Context: an optimization exercise on an open-source flow, tuned for small area. The choices shown serve that exercise and are no tape-out recipe.
RTL that was checked went through simulation tests only; none was proved equivalent to the original.
Power and IR drop assume default switching activity.

Setup of build 95:
==> flow/design.v (excerpt) <==
module game_top #(
    parameter int TROOP_W = 9
) (
    input  logic               clk_100M,
    input  logic               reset,
    input  logic               key_ready,
    input  logic [2:0]         key_data,
    output logic               key_read_fin,
    input  logic               wb_cyc,
    input  logic               wb_stb,
    input  logic               wb_we,
    input  logic [7:0]         wb_adr,
    input  logic [31:0]        wb_dat_i,
    output logic [31:0]        wb_dat_o,
    output logic               wb_ack
);
Settings: LEC_CHECK=0, ABC_AREA=1, CAP_MARGIN=5, CORE_MARGIN=2, CORE_UTILIZATION=60, GPL_TIMING_DRIVEN=0, SLEW_MARGIN=5; clock period 12.0 ns.
standard.sh (not shown) runs the stock make flow with config.mk's settings and CLKGATE_MAP_FILE= SYNTH_SCRIPT=/design/flow/synth_recipe.tcl, a recipe that flattens the netlist after the stock synthesis.
==> flow/flow/run.sh <==
#!/bin/bash
# Own layout flow: the standard flow (standard.sh) with two changes:
#  - synthesis: Yosys's abc pass maps the logic with flow/abc_map.script, an
#    area-oriented mapping, instead of ORFS's abc script (registers untouched);
#  - clock tree: clkbuf_8 buffers, larger sink clusters, no dummy loads.
# Each tool's output is in orfs/logs (ORFS) and flow_make.log here.
set -euo pipefail
W=$(pwd)
cat > "$W/own_synth.tcl" <<EOS
# The standard synthesis (synth_recipe.tcl), with abc's script replaced
proc abc {args} {
  set i [lsearch -exact \$args -script]
  if {\$i >= 0} { lset args [expr {\$i + 1}] {$W/flow/abc_map.script} }
  puts "abc with script $W/flow/abc_map.script"
  yosys abc {*}\$args
}
source {$W/synth_recipe.tcl}
EOS
CTS="-sink_clustering_enable -repair_clock_nets -dont_use_dummy_load"
CTS="$CTS -buf_list sky130_fd_sc_hd__clkbuf_8 -sink_clustering_size 16 -sink_clustering_max_diameter 45"
bash "$W/standard.sh" "SYNTH_SCRIPT=$W/own_synth.tcl" "CTS_ARGS=$CTS" finish > "$W/flow_make.log" 2>&1
==> flow/flow/abc_map.script <==
strash
&get -n
&st
&dc2
&dch
&nf -R 1000
&put
The final report for build 95 shows a completed flow and a layout that fails verification, specifically capacitance limit.
#### Input delta (build 38 over build 95)
- SLEW_MARGIN changed from 5 to 20
- CAP_MARGIN changed from 5 to 20
## What came out
- Build 38 did not stop at any stage, and its layout met the timing, design-rule and antenna checks.
- In the flow results for build 95 and build 38, the highest cell delay on the worst timing path is larger on build 95.
- Of build 95 and build 38, the higher met3 layer usage reported by global route belongs to build 95.
- Against build 95, build 38 comes in about 0.7% lower on total design power.
- Build 95 -> build 38: final area flat
- Global-route wire length before repair, build 95 and build 38: lower on build 38
- In build 38 relative to build 95, total wire length after detailed routing had gone down slightly.
- Comparing the two runs side by side, build 38 comes out ahead of build 95 on static leakage.
--- input diff build 38..build 85 ---
- setting CTS_CLUSTER_DIAMETER to 45 for the first time
- setting CTS_BUF_LIST to sky130_fd_sc_hd__clkbuf_8 for the first time
- setting CTS_CLUSTER_SIZE to 16 for the first time
==> flow/run.sh (new file) <==
#!/bin/bash
# synth_recipe.tcl (not shown) runs the flow's synth.tcl, then flattens the netlist and writes it again
# the make line also repeats each setting of config.mk as NAME=value (left out here)
make -C /OpenROAD-flow-scripts/flow DESIGN_CONFIG=/design/flow/config.mk WORK_HOME=/design/flow/orfs CLKGATE_MAP_FILE= SYNTH_SCRIPT=/design/flow/synth_recipe.tcl finish
removed: flow/flow/run.sh
removed: flow/flow/abc_map.script
removed: flow/standard.sh
==> comparison <==
Share of layout cells above drive strength 1: build 85 vs build 38 up 1.3 points
Slew of the pin with the lowest slew margin in build 85 is 0.026 ns higher than in build 38
For area growth from synthesis to layout, build 38 and build 85 come out practically identical.
Highest attainable clock frequency shrinks by a few percent when moving from build 38 to build 85.
A heaviest power group of registers is what build 38 shows, while combinational logic belongs to build 85.
Diff build 38 -> build 85 | number of well-tap cells placed | increase of 40
Number of stages on the worst setup path up 10 in build 85 wrt build 38
Of build 38 and build 85, the run reporting the higher number of DRC markers after the initial detailed-route iteration was build 85.
Comparing build 38 and build 85, count of non-filler cells in the finished layout is higher on build 85.
Build 85 vs. build 38: switching power as a share of total power went up by 4.8 points.
Going from build 38 to build 85, fraction of power consumed by the clock network has increased; cell area has increased.
Function was not checked in any run of this note: the RTL went through the layout flow alone.

---

game_top, a different RTL version from the one above (not shown whole).
For scale: ~2800 cells after synthesis, about 45000 sq um of cells after synthesis.
clock: 12.0 ns
lec_check: 0
abc_area: 1
cap_margin: 20
core_margin: 2
core_utilization: 60
gpl_timing_driven: 0
slew_margin: 20
==> flow/flow/run.sh <==
#!/bin/bash
# Own layout flow: the standard flow (standard.sh) with two changes:
#  - synthesis: Yosys's abc pass maps the logic with flow/abc_map.script, an
#    area-oriented mapping, instead of ORFS's abc script (registers untouched);
#  - clock tree: clkbuf_8 buffers, larger sink clusters, no dummy loads.
# Each tool's output is in orfs/logs (ORFS) and flow_make.log here.
set -euo pipefail
W=$(pwd)
cat > "$W/own_synth.tcl" <<EOS
# The standard synthesis (synth_recipe.tcl), with abc's script replaced
proc abc {args} {
  set i [lsearch -exact \$args -script]
  if {\$i >= 0} { lset args [expr {\$i + 1}] {$W/flow/abc_map.script} }
  puts "abc with script $W/flow/abc_map.script"
  yosys abc {*}\$args
}
source {$W/synth_recipe.tcl}
EOS
CTS="-sink_clustering_enable -repair_clock_nets -dont_use_dummy_load"
CTS="$CTS -buf_list sky130_fd_sc_hd__clkbuf_8 -sink_clustering_size 20 -sink_clustering_max_diameter 50"
bash "$W/standard.sh" "SYNTH_SCRIPT=$W/own_synth.tcl" "CTS_ARGS=$CTS" finish > "$W/flow_make.log" 2>&1
==> flow/flow/abc_map.script <==
strash
&get -n
&st
&dc2
&dch
&nf -R 1000
&put
The first run produced a layout that fails on negative setup slack.
==> next run, changes <==
==> flow/run.sh (new file) <==
#!/bin/bash
# synth_recipe.tcl (not shown) runs the flow's synth.tcl, then flattens the netlist and writes it again
# the make line also repeats each setting of config.mk as NAME=value (left out here)
make -C /OpenROAD-flow-scripts/flow DESIGN_CONFIG=/design/flow/config.mk WORK_HOME=/design/flow/orfs CLKGATE_MAP_FILE= SYNTH_SCRIPT=/design/flow/synth_recipe.tcl finish
- CORE_UTILIZATION: 60 -> 40
- CTS_BUF_LIST: unset -> sky130_fd_sc_hd__clkbuf_4 sky130_fd_sc_hd__clkbuf_8
- GPL_TIMING_DRIVEN: 0 -> unset
removed: flow/flow/run.sh
removed: flow/flow/abc_map.script
removed: flow/standard.sh
Effect: The changed run finished with timing, DRC and antenna clean. Cell area rose by about 11%. Synthesized area went up by about 9%. Maximum frequency is higher by about 8%. Via count climbs by about 16%.
==> next run, changes <==
- CORE_UTILIZATION: 40 -> 60
- CTS_BUF_LIST: sky130_fd_sc_hd__clkbuf_4 sky130_fd_sc_hd__clkbuf_8 -> sky130_fd_sc_hd__clkbuf_8
- CTS_CLUSTER_DIAMETER: unset -> 50
- CTS_CLUSTER_SIZE: unset -> 20
- GPL_TIMING_DRIVEN: unset -> 0
Effect: Non-clock buffer count decreases by 142; final area goes down by a few percent; die area drops by a quarter to a third; worst setup slack degrades by 0.12 ns; wire length rises by roughly a tenth; clock-buffer cell count came out lower by 128; first-iteration DRC count rises by well over a third; sequential power stays flat.

---

run A:
game_top, a different RTL version from the one above (not shown whole).
Size: ~1100 flip-flops.
clock: 12.0 ns
lec_check: 0
abc_area: 1
cap_margin: 20
core_margin: 2
core_utilization: 60
gpl_routability_driven: 0
gpl_timing_driven: 1
place_density: 0.72
setup_slack_margin: 0.08
slew_margin: 20
==> flow/flow/run.sh <==
#!/bin/bash
# Own layout flow: the standard flow (standard.sh) with two changes:
#  - synthesis: Yosys's abc pass maps the logic with flow/abc_map.script, an
#    area-oriented mapping, instead of ORFS's abc script (registers untouched);
#  - clock tree: clkbuf_4 buffers, larger sink clusters, no dummy loads;
#  - port buffers: buf_1 cells (every port still gets its buffer).
# Each tool's output is in orfs/logs (ORFS) and flow_make.log here.
set -euo pipefail
W=$(pwd)
cat > "$W/own_synth.tcl" <<EOS
# The standard synthesis (synth_recipe.tcl), with abc's script replaced
proc abc {args} {
  set i [lsearch -exact \$args -script]
  if {\$i >= 0} { lset args [expr {\$i + 1}] {$W/flow/abc_map.script} }
  puts "abc with script $W/flow/abc_map.script"
  yosys abc {*}\$args
}
source {$W/synth_recipe.tcl}
EOS
# the platform's don't-use cells, and the largest plain buffers
DONT_USE="sky130_fd_sc_hd__probe_p_8 sky130_fd_sc_hd__probec_p_8 sky130_fd_sc_hd__lpflow_bleeder_1 sky130_fd_sc_hd__lpflow_clkbufkapwr_1 sky130_fd_sc_hd__lpflow_clkbufkapwr_16 sky130_fd_sc_hd__lpflow_clkbufkapwr_2 sky130_fd_sc_hd__lpflow_clkbufkapwr_4 sky130_fd_sc_hd__lpflow_clkbufkapwr_8 sky130_fd_sc_hd__lpflow_clkinvkapwr_1 sky130_fd_sc_hd__lpflow_clkinvkapwr_16 sky130_fd_sc_hd__lpflow_clkinvkapwr_2 sky130_fd_sc_hd__lpflow_clkinvkapwr_4 sky130_fd_sc_hd__lpflow_clkinvkapwr_8 sky130_fd_sc_hd__lpflow_decapkapwr_12 sky130_fd_sc_hd__lpflow_decapkapwr_3 sky130_fd_sc_hd__lpflow_decapkapwr_4 sky130_fd_sc_hd__lpflow_decapkapwr_6 sky130_fd_sc_hd__lpflow_decapkapwr_8 sky130_fd_sc_hd__lpflow_inputiso0n_1 sky130_fd_sc_hd__lpflow_inputiso0p_1 sky130_fd_sc_hd__lpflow_inputiso1n_1 sky130_fd_sc_hd__lpflow_inputiso1p_1 sky130_fd_sc_hd__lpflow_inputisolatch_1 sky130_fd_sc_hd__lpflow_isobufsrc_1 sky130_fd_sc_hd__lpflow_isobufsrc_16 sky130_fd_sc_hd__lpflow_isobufsrc_2 sky130_fd_sc_hd__lpflow_isobufsrc_4 sky130_fd_sc_hd__lpflow_isobufsrc_8 sky130_fd_sc_hd__lpflow_isobufsrckapwr_16 sky130_fd_sc_hd__lpflow_lsbuf_lh_hl_isowell_tap_1 sky130_fd_sc_hd__lpflow_lsbuf_lh_hl_isowell_tap_2 sky130_fd_sc_hd__lpflow_lsbuf_lh_hl_isowell_tap_4 sky130_fd_sc_hd__lpflow_lsbuf_lh_isowell_4 sky130_fd_sc_hd__lpflow_lsbuf_lh_isowell_tap_1 sky130_fd_sc_hd__lpflow_lsbuf_lh_isowell_tap_2 sky130_fd_sc_hd__lpflow_lsbuf_lh_isowell_tap_4 sky130_fd_sc_hd__buf_12 sky130_fd_sc_hd__buf_16"
CTS="-sink_clustering_enable -repair_clock_nets -dont_use_dummy_load"
CTS="$CTS -buf_list sky130_fd_sc_hd__clkbuf_4 -sink_clustering_size 10 -sink_clustering_max_diameter 35"
bash "$W/standard.sh" "SYNTH_SCRIPT=$W/own_synth.tcl" "CTS_ARGS=$CTS" \
  "BUFFER_PORTS_ARGS=-buffer_cell sky130_fd_sc_hd__buf_1" "DONT_USE_CELLS=$DONT_USE" finish > "$W/flow_make.log" 2>&1
Other scripts of this flow, unchanged in this note and not shown: flow/flow/abc_map.script
Modified inputs, run B compared to run A
# run A
export LEC_CHECK = 0
export ABC_AREA = 1
export CAP_MARGIN = 20
export CORE_MARGIN = 2
export CORE_UTILIZATION = 60
export GPL_ROUTABILITY_DRIVEN = 0
export GPL_TIMING_DRIVEN = 1
export PLACE_DENSITY = 0.72
export SETUP_SLACK_MARGIN = 0.08
export SLEW_MARGIN = 20
create_clock -name core_clock -period 12.0 [get_ports {clk_100M}]
# run B
export LEC_CHECK = 0
export ABC_AREA = 1
export CAP_MARGIN = 20
export CORE_MARGIN = 2
export CORE_UTILIZATION = 55
export GPL_ROUTABILITY_DRIVEN = 0
export GPL_TIMING_DRIVEN = 1
export PLACE_DENSITY = 0.72
export SETUP_SLACK_MARGIN = 0.15
export SLEW_MARGIN = 20
create_clock -name core_clock -period 12.0 [get_ports {clk_100M}]
Run B | status: complete | timing, DRC, antenna: pass. In the tables for run A and run B, worst clock skew reads higher with run B. Chip width: run B > run A. Taking run A as the reference, in run B final core area utilization fell 5.1 points; first-pass GRT wire length about even; routed wire length about even; worst setup slack rose 0.12 ns.
Changes in run C relative to run B:
# run B
export LEC_CHECK = 0
export ABC_AREA = 1
export CAP_MARGIN = 20
export CORE_MARGIN = 2
export CORE_UTILIZATION = 55
export GPL_ROUTABILITY_DRIVEN = 0
export GPL_TIMING_DRIVEN = 1
export PLACE_DENSITY = 0.72
export SETUP_SLACK_MARGIN = 0.15
export SLEW_MARGIN = 20
create_clock -name core_clock -period 12.0 [get_ports {clk_100M}]
# run C
export LEC_CHECK = 0
export ABC_AREA = 1
export CAP_MARGIN = 20
export CORE_MARGIN = 2
export CORE_UTILIZATION = 60
export GPL_ROUTABILITY_DRIVEN = 0
export GPL_TIMING_DRIVEN = 1
export PLACE_DENSITY = 0.72
export SETUP_SLACK_MARGIN = 0.15
export SLEW_MARGIN = 20
create_clock -name core_clock -period 12.0 [get_ports {clk_100M}]
[summary]
From run B to run C the numbers moved as follows: highest clock rate neither gained nor lost much, largest clock skew in the final design lost 0.054 ns, core utilization of the finished layout picked up an extra 5.1 points. Any difference in combinational power between run C and run B is small enough to ignore. Post-detailed-route via-to-cell ratio in run C is 0.15 above run B. As far as share of synthesized flip-flops with an asynchronous set or reset goes, run B and run C are indistinguishable; the numbers are identical. There was hardly any difference in total power between run B and run C. Ratio of final minimum period to clock period was higher in the run labelled run C.
Here is what was changed in the inputs of run D compared with run C.
# run C
export LEC_CHECK = 0
export ABC_AREA = 1
export CAP_MARGIN = 20
export CORE_MARGIN = 2
export CORE_UTILIZATION = 60
export GPL_ROUTABILITY_DRIVEN = 0
export GPL_TIMING_DRIVEN = 1
export PLACE_DENSITY = 0.72
export SETUP_SLACK_MARGIN = 0.15
export SLEW_MARGIN = 20
create_clock -name core_clock -period 12.0 [get_ports {clk_100M}]
# run D
export LEC_CHECK = 0
export ABC_AREA = 1
export CAP_MARGIN = 20
export CORE_MARGIN = 2
export CORE_UTILIZATION = 60
export GPL_ROUTABILITY_DRIVEN = 0
export GPL_TIMING_DRIVEN = 1
export PLACE_DENSITY = 0.8
export SETUP_SLACK_MARGIN = 0.15
export SLEW_MARGIN = 20
create_clock -name core_clock -period 12.0 [get_ports {clk_100M}]
## What came out
- Max routing usage on met1 across run D and run C: run C
- Run D has smallest setup slack after layout below what run C had.
- In the metrics for run D and run C, the one carrying the higher final cycle utilization of the critical path is run D.
- Run C -> run D: core occupancy in the finished layout flat
- Count of final setup violators across run D and run C: no real change.
- Comparing run D and run C, the lower relative slew slack is on run D.
- | wire length per cell | run D vs run C | 2.6% lower |
- Per the comparison of run D with run C, cell area essentially unchanged, total of fill cells in the finished design dropped 200.

## re-timing with driven ports
No port has a modelled driver above. Below, the same layouts with a new extraction and two added sets of constraints.
Step 1 (the two cells are an assumption about what drives the block):
set clk [get_ports {clk_100M}]
set_driving_cell -lib_cell sky130_fd_sc_hd__clkbuf_16 $clk
set_driving_cell -lib_cell sky130_fd_sc_hd__buf_2 [delete_from_list [all_inputs] $clk]
Step 2 moves the port delays by t, midway between the first and last clock arrival at a register: inputs arrive t later, outputs are due t later. That takes back most of the time a late clock gives input paths.
a / b / c = ideal ports / drivers / drivers and shift; a / b = the first two.
| run | shift t [ns] | slack for setup (ns) | slew at the worst register clock pin (ns) | cell pins on the clock port's net |
|---|---|---|---|---|
| build 95 | 0.785 | 0.223 / 0.195 / 0.140 | 0.10 / 0.10 | 1 |
| build 38 | 0.785 | 0.451 / 0.433 / 0.287 | 0.09 / 0.09 | 1 |
| build 85 | 0.853 | 0.186 / 0.165 / 0.165 | 0.11 / 0.11 | 1 |
| the first run of note 2 | 0.798 | -0.489 / -0.546 / -0.899 | 0.12 / 0.12 | 1 |
| the second run of note 2 | 0.937 | 0.400 / 0.376 / 0.376 | 0.08 / 0.08 | 1 |
| the third run of note 2 | 0.835 | 0.280 / 0.257 / -0.259 | 0.12 / 0.12 | 1 |
| run A | 1.062 | 0.468 / 0.442 / 0.380 | 0.11 / 0.11 | 1 |
| run B | 1.097 | 0.590 / 0.562 / 0.432 | 0.11 / 0.11 | 1 |
| run C | 1.081 | 0.564 / 0.540 / 0.226 | 0.11 / 0.11 | 1 |
| run D | 1.079 | 0.425 / 0.396 / 0.335 | 0.11 / 0.11 | 1 |
Met with ideal ports but missed after step 2: setup timing in the third run of note 2. For the third run of note 2, which loses most, drivers alone change the setup slack by -0.023 ns; drivers and shift together by -0.539 ns.
